Context: an optimization exercise on an open-source flow, tuned for small area and a short achievable clock period. The choices shown serve that exercise and are no tape-out recipe. RTL that was checked went through simulation tests only; none was proved equivalent to the original. Power is estimated from default activity; no workload was simulated.

==> job 970: inputs <==
## wallaceMulTop
module wallaceMulTop (
	input  logic        clk,
	input  logic        arstN,
	input  logic        reqValid,
	input  logic [15:0] reqOpA,
	input  logic [15:0] reqOpB,
	output logic        respValid,
	output logic [31:0] respProduct
);
	logic        valid1_q;
	logic        valid2_q;
	logic [124:0] s1_d;
	logic [124:0] s1_q;
	logic [48:0] s2_d;
	logic [48:0] s2_q;
	logic [31:0] rowA;
	logic [31:0] rowB;
	logic [31:0] sum;
	always_ff @(posedge clk or negedge arstN) begin
		if (!arstN) begin
			valid1_q  <= 1'b0;
			valid2_q  <= 1'b0;
			respValid <= 1'b0;
		end else begin
			valid1_q  <= reqValid;
			valid2_q  <= valid1_q;
			respValid <= valid2_q;
		end
	end
	always_ff @(posedge clk) begin
		s1_q        <= s1_d;
		s2_q        <= s2_d;
		respProduct <= sum;
	end
	logic [16:0] bx;
	logic [7:0]  one;
	logic [7:0]  two;
	logic [7:0]  neg;
	assign bx = {reqOpB, 1'b0};
	for (genvar i = 0; i < 8; i++) begin : gEnc
		boothEnc uEnc (.b(bx[2*i+2:2*i]), .one(one[i]), .two(two[i]), .neg(neg[i]));
	end
	logic pp0_0;
	logic pp0_1;
	logic pp0_2;
	logic pp0_3;
	logic pp0_4;
  ...
clock: 4.3 ns
lec_check: 0
abc_clock_period_in_ps: 2500
cap_margin: 20
core_margin: 2
core_utilization: 60
gpl_routability_driven: 0
setup_slack_margin: 2.1
slew_margin: 20
synth_hierarchical: 1
standard.sh (not shown) runs the stock make flow with config.mk's settings and CLKGATE_MAP_FILE= SYNTH_SCRIPT=/design/flow/synth_recipe.tcl, a recipe that flattens the netlist after the stock synthesis.
==> flow/flow/run.sh <==
#!/bin/bash
# The standard layout (standard.sh, unchanged synthesis) with two changes:
# the port buffers are plain buf_2 cells instead of the delay buffers that
# buffer_ports picks by default, and the clock tree is built from clkbuf_8 cells without dummy loads.
set -euo pipefail
export BUFFER_PORTS_ARGS="-buffer_cell sky130_fd_sc_hd__buf_2"
export CTS_ARGS="-sink_clustering_enable -repair_clock_nets -buf_list sky130_fd_sc_hd__clkbuf_4 -dont_use_dummy_load -sink_clustering_size 8 -sink_clustering_max_diameter 50"
bash standard.sh > standard.log 2>&1
==> job 4463 (differences from job 970) <==
--- a/flow/flow/run.sh
+++ b/flow/flow/run.sh
@@ -6,3 +6,3 @@
 export BUFFER_PORTS_ARGS="-buffer_cell sky130_fd_sc_hd__buf_2"
-export CTS_ARGS="-sink_clustering_enable -repair_clock_nets -buf_list sky130_fd_sc_hd__clkbuf_4 -dont_use_dummy_load -sink_clustering_size 8 -sink_clustering_max_diameter 50"
+export CTS_ARGS="-sink_clustering_enable -repair_clock_nets -buf_list sky130_fd_sc_hd__clkbuf_8 -dont_use_dummy_load -sink_clustering_size 14 -sink_clustering_max_diameter 100"
 bash standard.sh > standard.log 2>&1
- GPL_ROUTABILITY_DRIVEN: 0 -> unset
==> qor summary <==
quantity                                                              job 970    job 4463
Endpoint arrival time on the critical path                            2740 ps     2650 ps
Detail Route met3 WL                                                  1770 µm     1920 µm
Area growth from synthesis to layout                                    9.82%       10.4%
CTS H-tree lvls                                                             2           1
Number of fill cells in the layout                                       1359        1293
Sequential cell area share                                              35.6%       35.4%
Detailed route wirelength on metal2                                  10400 µm    10300 µm
Cts hold-fix bufs                                                           1           0
Worst Path Required                                                   4770 ps     4700 ps
Resized Gates After CTS                                                    30          24
Number of antenna violations at the first check in global routing           1           0
Status                                               timing/DRC/antenna clean  timing/DRC/antenna clean
Final #Nets                                                              1145        1138
Power, Total                                                          7.95 mW     7.99 mW
Switching Fraction                                                      38.6%       38.1%
Met3 routing resource usage after global routing                        6.76%       5.70%
Ratio of cells with drive above 1 in the final layout                   18.9%       18.5%
Count of clock-net buffers in the final layout                             34          18
Final standard cell area without fillers                           0.0118 mm²  0.0119 mm²
Final critical delay including setup and external delays              2270 ps     2240 ps
Power per cell area                                                672 mW/mm²  672 mW/mm²

* * *

==> job 2892 <==
wallaceMulTop, a different RTL version from the one above (not shown whole).
Settings: LEC_CHECK=0, ABC_CLOCK_PERIOD_IN_PS=1800, CAP_MARGIN=20, CORE_MARGIN=2, CORE_UTILIZATION=60, SETUP_SLACK_MARGIN=2.1, SLEW_MARGIN=20, SYNTH_HIERARCHICAL=1; clock period 4.3 ns.
==> flow/flow/run.sh <==
#!/bin/bash
# The standard layout (standard.sh, unchanged synthesis) with two changes:
# the port buffers are plain buf_2 cells instead of the delay buffers that
# buffer_ports picks by default, and the clock tree is built from clkbuf_8 cells without dummy loads.
set -euo pipefail
export BUFFER_PORTS_ARGS="-buffer_cell sky130_fd_sc_hd__buf_2"
export CTS_ARGS="-sink_clustering_enable -repair_clock_nets -buf_list sky130_fd_sc_hd__clkbuf_8 -dont_use_dummy_load -sink_clustering_size 14 -sink_clustering_max_diameter 100"
bash standard.sh > standard.log 2>&1
==> job 265 (differences from job 2892) <==
--- a/flow/config.mk
+++ b/flow/config.mk
@@ -6,9 +6,9 @@
 export NUM_CORES = 4
 export LEC_CHECK = 0
-export ABC_CLOCK_PERIOD_IN_PS = 1800
+export ABC_CLOCK_PERIOD_IN_PS = 2500
 export CAP_MARGIN = 20
 export CORE_MARGIN = 2
 export CORE_UTILIZATION = 60
-export SETUP_SLACK_MARGIN = 2.1
+export SETUP_SLACK_MARGIN = 2.0
 export SLEW_MARGIN = 20
 export SYNTH_HIERARCHICAL = 1
==> job 7788 (differences from job 2892) <==
--- a/flow/config.mk
+++ b/flow/config.mk
@@ -6,5 +6,5 @@
 export NUM_CORES = 4
 export LEC_CHECK = 0
-export ABC_CLOCK_PERIOD_IN_PS = 1800
+export ABC_CLOCK_PERIOD_IN_PS = 2500
 export CAP_MARGIN = 20
 export CORE_MARGIN = 2
==> summary.txt <==
Clock-buffer cell count is the same in job 7788 and job 2892.
In synthesized area, job 2892 and job 265 do not differ.
In register-to-register slack, job 7788 and job 2892 hardly differ.
Job 2892 finished clean. Job 265 produced a clean layout. Job 7788 ran to the end with no violations.
In job 265 the utilization is lower than in job 7788, by 0.84 points.

* * *

==> 03-11: inputs <==
wallaceMulTop, a different RTL version from the one above (not shown whole).
==> flow/config.mk <==
export PLATFORM = sky130hd
export DESIGN_NAME = wallaceMulTop
export DESIGN_NICKNAME = wallaceMulTop
export VERILOG_FILES = /design/flow/design.v
export SDC_FILE = /design/flow/constraint.sdc
export NUM_CORES = 4
export LEC_CHECK = 0
export ABC_CLOCK_PERIOD_IN_PS = 2500
export CAP_MARGIN = 20
export CORE_MARGIN = 2
export CORE_UTILIZATION = 60
export SETUP_SLACK_MARGIN = 1.5
export SLEW_MARGIN = 20
export SYNTH_HIERARCHICAL = 1
==> flow/constraint.sdc <==
create_clock -name core_clock -period 4.3 [get_ports {clk}]
set_input_delay 0.8600 -clock core_clock [delete_from_list [all_inputs] [get_ports {clk}]]
set_output_delay 0.8600 -clock core_clock [all_outputs]
set_load 0.01 [all_outputs]
==> flow/flow/run.sh <==
#!/bin/bash
# The standard layout (standard.sh, unchanged synthesis) with two changes:
# the port buffers are plain buf_2 cells instead of the delay buffers that
# buffer_ports picks by default, and the clock tree is built from clkbuf_4 and
# clkbuf_8 cells without dummy loads.
set -euo pipefail
export BUFFER_PORTS_ARGS="-buffer_cell sky130_fd_sc_hd__buf_2"
export CTS_ARGS="-sink_clustering_enable -repair_clock_nets -buf_list {sky130_fd_sc_hd__clkbuf_4 sky130_fd_sc_hd__clkbuf_8} -dont_use_dummy_load"
bash standard.sh > standard.log 2>&1
==> 02-23 (differences from 03-11) <==
==> flow/run.sh (new file) <==
#!/bin/bash
# synth_recipe.tcl (not shown) runs the flow's synth.tcl, then flattens the netlist and writes it again
# the make line also repeats each setting of config.mk as NAME=value (left out here)
make -C /OpenROAD-flow-scripts/flow DESIGN_CONFIG=/design/flow/config.mk WORK_HOME=/design/flow/orfs CLKGATE_MAP_FILE= SYNTH_SCRIPT=/design/flow/synth_recipe.tcl finish
removed: flow/flow/run.sh
removed: flow/standard.sh
==> notes <==
- Between 03-11 and 02-23, the lower count of clock-buffer cells in the layout is in 02-23 (gap 6).
- Against 03-11, the total power of 02-23 is higher by about 11%.
- Between 03-11 and 02-23, the lower critical path depth is in 02-23 (gap 1).
- In 02-23 the core utilization is higher than in 03-11, by 5.2 points.
- Flip-flop and latch count is the same in 02-23 and 03-11.
- Synthesized area is the same in 03-11 and 02-23.
- Between 02-23 and 03-11, the lower first-iteration DRC count is in 02-23 (gap about 13%, measured against 03-11).
- In 02-23 the fmax is lower than in 03-11, by 3.8%.
- Against 03-11, the clock skew of 02-23 is lower by 0.026 ns.
- In 02-23 the setup slack is lower than in 03-11, by 0.11 ns.
==> figures <==
                                                                                   03-11                    02-23
Grt met1 use                                                                       45.0%                    45.1%
Part of the cycle the worst path needs                                             61.7%                    64.2%
Final non-clock buffer share                                                       3.00%                    7.55%
Master of the slowest instance on the critical path                                or4_1          clkdlybuf4s50_1
Capturing element of the worst setup path                        respProduct[29]$_DFF_P_         s1_q[56]$_DFF_P_
Plain + repair buffers                                                                77                      127
Total area of multi-input combinational cells                                   8040 um2                 8110 um2
Clock Latency Late Sink                                                          0.52 ns                  0.51 ns
Crit Path Category                                                            reg -> reg                in -> reg
Post-layout instance area                                                      13700 um2                14800 um2
Post_cts resized                                                                       0                       19
Worst stage delay on the critical path                                           0.51 ns                  0.64 ns
Net count, final                                                                    1628                     1665
Buffering stage count on the worst path with inverters included                        0                        1
Status                                                           complete, no violations  complete, no violations
R2R setup slack                                                                  1.65 ns                  1.67 ns
Antenna diode count                                                                    0                        1
Count of placed standard cells including taps                                       1658                     1708
Starting DRC count in detailed routing                                              1030                      898
Count of clock buffers in the final design                                            36                       30
Setup clock skew after layout                                                  0.0457 ns                0.0196 ns
Function was not checked in any run of this note: the RTL went through the layout flow alone.

* * *

==> run K <==
wallaceMulTop, a different RTL version from the one above (not shown whole).
==> flow/design.v (excerpt) <==
module wallaceMulTop (
	input  logic        clk,
	input  logic        arstN,
	input  logic        reqValid,
	input  logic [15:0] reqOpA,
	input  logic [15:0] reqOpB,
	output logic        respValid,
	output logic [31:0] respProduct
);
Settings: LEC_CHECK=0, ABC_CLOCK_PERIOD_IN_PS=2500, CAP_MARGIN=20, CORE_MARGIN=2, CORE_UTILIZATION=60, SETUP_SLACK_MARGIN=1.9, SLEW_MARGIN=20, SYNTH_HIERARCHICAL=1; clock period 4.3 ns.
==> flow/flow/run.sh <==
#!/bin/bash
# The standard layout (standard.sh, unchanged synthesis) with two changes:
# the port buffers are plain buf_2 cells instead of the delay buffers that
# buffer_ports picks by default, and the clock tree is built from clkbuf_4 and
# clkbuf_8 cells without dummy loads.
set -euo pipefail
export BUFFER_PORTS_ARGS="-buffer_cell sky130_fd_sc_hd__buf_2"
export CTS_ARGS="-sink_clustering_enable -repair_clock_nets -buf_list {sky130_fd_sc_hd__clkbuf_4 sky130_fd_sc_hd__clkbuf_8} -dont_use_dummy_load"
bash standard.sh > standard.log 2>&1
==> run D (differences from run K) <==
--- a/flow/design.v
+++ b/flow/design.v
@@ -44,15 +44,21 @@
 	logic [7:0] two_q;
 	logic [7:0] neg_q;
 	logic        top_q;
 	logic [72:0] cs_d;
 	logic [72:0] cs_q;
 	logic [31:0] rowA;
 	logic [31:0] rowB;
-	logic [31:0] sum;
+	logic [18:0] lo;
+	logic [13:0] hi0;
+	logic [13:0] hi1;
+	logic [17:0] lo_q;
+	logic        c_q;
+	logic [13:0] hi0_q;
+	logic [13:0] hi1_q;
 	logic [16:0] bx;
 	assign bx = {reqOpB, 1'b0};
 	logic [7:0] one_d;
 	logic [7:0] two_d;
 	logic [7:0] neg_d;
 	always_comb begin
 		for (int i = 0; i < 8; i++) begin
@@ -75,15 +81,18 @@
 	always_ff @(posedge clk) begin
 		opA_q <= reqOpA;
 		one_q <= one_d;
 		two_q <= two_d;
 		neg_q <= neg_d;
 		top_q <= reqOpB[15];
 		cs_q        <= cs_d;
-		respProduct <= sum;
+		lo_q        <= lo[17:0];
+		c_q         <= lo[18];
+		hi0_q       <= hi0;
+		hi1_q       <= hi1;
 	end
 	logic pp0_0;
 	logic pp0_1;
 	logic pp0_2;
 	logic pp0_3;
 	logic pp0_4;
 	logic pp0_5;
@@ -947,9 +956,12 @@
 	assign rowB[28] = 1'b0;
 	assign rowA[29] = ys277;
 	assign rowB[29] = yc276;
 	assign rowA[30] = ys279;
 	assign rowB[30] = 1'b0;
 	assign rowA[31] = ys281;
 	assign rowB[31] = yc280;
-	assign sum = rowA + rowB;
+	assign lo  = {1'b0, rowA[17:0]} + {1'b0, rowB[17:0]};
+	assign hi0 = rowA[31:18] + rowB[31:18];
+	assign hi1 = rowA[31:18] + rowB[31:18] + 1'b1;
+	assign respProduct = {c_q ? hi1_q : hi0_q, lo_q};
 endmodule
==> flow/run.sh (new file) <==
#!/bin/bash
# synth_recipe.tcl (not shown) runs the flow's synth.tcl, then flattens the netlist and writes it again
# the make line also repeats each setting of config.mk as NAME=value (left out here)
make -C /OpenROAD-flow-scripts/flow DESIGN_CONFIG=/design/flow/config.mk WORK_HOME=/design/flow/orfs CLKGATE_MAP_FILE= SYNTH_SCRIPT=/design/flow/synth_recipe.tcl finish
Settings changed: SETUP_SLACK_MARGIN 1.9 to 1.5.
removed: flow/flow/run.sh
removed: flow/standard.sh
==> run Y (differences from run K) <==
==> flow/run.sh (new file) <==
#!/bin/bash
# synth_recipe.tcl (not shown) runs the flow's synth.tcl, then flattens the netlist and writes it again
# the make line also repeats each setting of config.mk as NAME=value (left out here)
make -C /OpenROAD-flow-scripts/flow DESIGN_CONFIG=/design/flow/config.mk WORK_HOME=/design/flow/orfs CLKGATE_MAP_FILE= SYNTH_SCRIPT=/design/flow/synth_recipe.tcl finish
Settings changed: SETUP_SLACK_MARGIN 1.9 to unset.
removed: flow/flow/run.sh
removed: flow/standard.sh
==> qor summary <==
| quantity | run Y | run D | run K |
|---|---|---|---|
| Outcome | complete, no violations | complete, no violations | complete, no violations |
| Clk_skew | 0.0105 ns | 0.00971 ns | 0.0353 ns |
| Tightest slew margin relative to the limit | 28.5% | 50.4% | 49.6% |
| Depth of the worst register-to-register path | 9 | 10 | 9 |
| Post-Synthesis Cells | 880 | 903 | 880 |
| Hold Startpoint | cs_q[2] | cs_q[2] | - |
| Sum of met3 wire segment lengths after detailed routing | 1.83 mm | 1.59 mm | 3.24 mm |
| FF/Latch Area | 2980 um^2 | 3330 um^2 | 3130 um^2 |
| Synth Register Bits | 148 | 163 | 148 |
| Post-CTS repair timing setup buffer count | 0 | 4 | 54 |
| Count of clock tree sinks | 148 | 163 | 148 |
| Power share of the sequential group | 23.4% | 23.3% | 19.2% |
| Max Clk Rate | 320 MHz | 338 MHz | 361 MHz |
| Setup repair after global routing missed its margin | false | true | true |
| Die Height | 131 um | 134 um | 131 um |
| DIE AREA | 17200 um^2 | 18000 um^2 | 17200 um^2 |
| Via count of the first global-routing pass | 6910 | 6880 | 7210 |
| Overall via count from detail_route | 6632 | 6668 | 7840 |
| Maximum number of pins on one net before global-route repair | 22 | 20 | 20 |
| Power drawn by the clock network | 1530 uW | 1560 uW | 826 uW |
| Switching part of the total | 43.7% | 40.6% | 44.8% |
| Post-synthesis adder-cell area fraction | 29.8% | 28.7% | 29.8% |
Only the layout flow was run in run D; the RTL was not checked for function there.

static timing again, ports no longer ideal:
In the flow no input, the clock included, has a driving cell. The finished layouts below were timed again as built, in two steps. Step 1 (the two cells are an assumption about what drives the block):
set clk [get_ports {clk}]
set_driving_cell -lib_cell sky130_fd_sc_hd__clkbuf_16 $clk
set_driving_cell -lib_cell sky130_fd_sc_hd__buf_2 [delete_from_list [all_inputs] $clk]
Step 2 also shifts input and output timing later by t, the mid clock arrival at the registers, as if the neighbouring blocks saw the same clock. Three values: ideal ports, drivers, drivers and shift; two values: the first two.
run | t, ns | setup slack, ns | worst hold slack (ns) | worst setup path at the end | cell pins on the clock port's net
job 970 | 0.615 | 2.030 / 2.030 / 1.579 | 0.324 / 0.324 / 0.324 | input to register | 1
job 4463 | 0.544 | 2.059 / 2.059 / 1.668 | 0.112 / 0.094 / 0.335 | input to register | 1
job 2892 | 0.540 | 2.054 / 2.054 / 1.651 | 0.134 / 0.112 / 0.332 | input to register | 1
job 265 | 0.554 | 2.009 / 2.009 / 1.530 | 0.119 / 0.100 / 0.332 | input to register | 1
job 7788 | 0.540 | 2.054 / 2.054 / 1.651 | 0.134 / 0.112 / 0.332 | input to register | 1
03-11 | 0.541 | 1.645 / 1.645 / 1.128 | 0.128 / 0.106 / 0.320 | input to register | 1
02-23 | 0.556 | 1.539 / 1.564 / 1.008 | 0.326 / 0.326 / 0.326 | input to register | 1
run K | 0.486 | 1.532 / 1.532 / 1.532 | 0.167 / 0.148 / 0.332 | register to register | 1
run D | 0.468 | 1.338 / 1.338 / 1.338 | 0.332 / 0.332 / 0.332 | register to register | 1
run Y | 0.462 | 1.172 / 1.172 / 1.172 | 0.330 / 0.330 / 0.330 | register to register | 1
After both steps every run listed still meets setup and hold. The setup slack of 02-23, which loses most, moves by +0.025 ns with the drivers and by -0.531 ns with both steps.
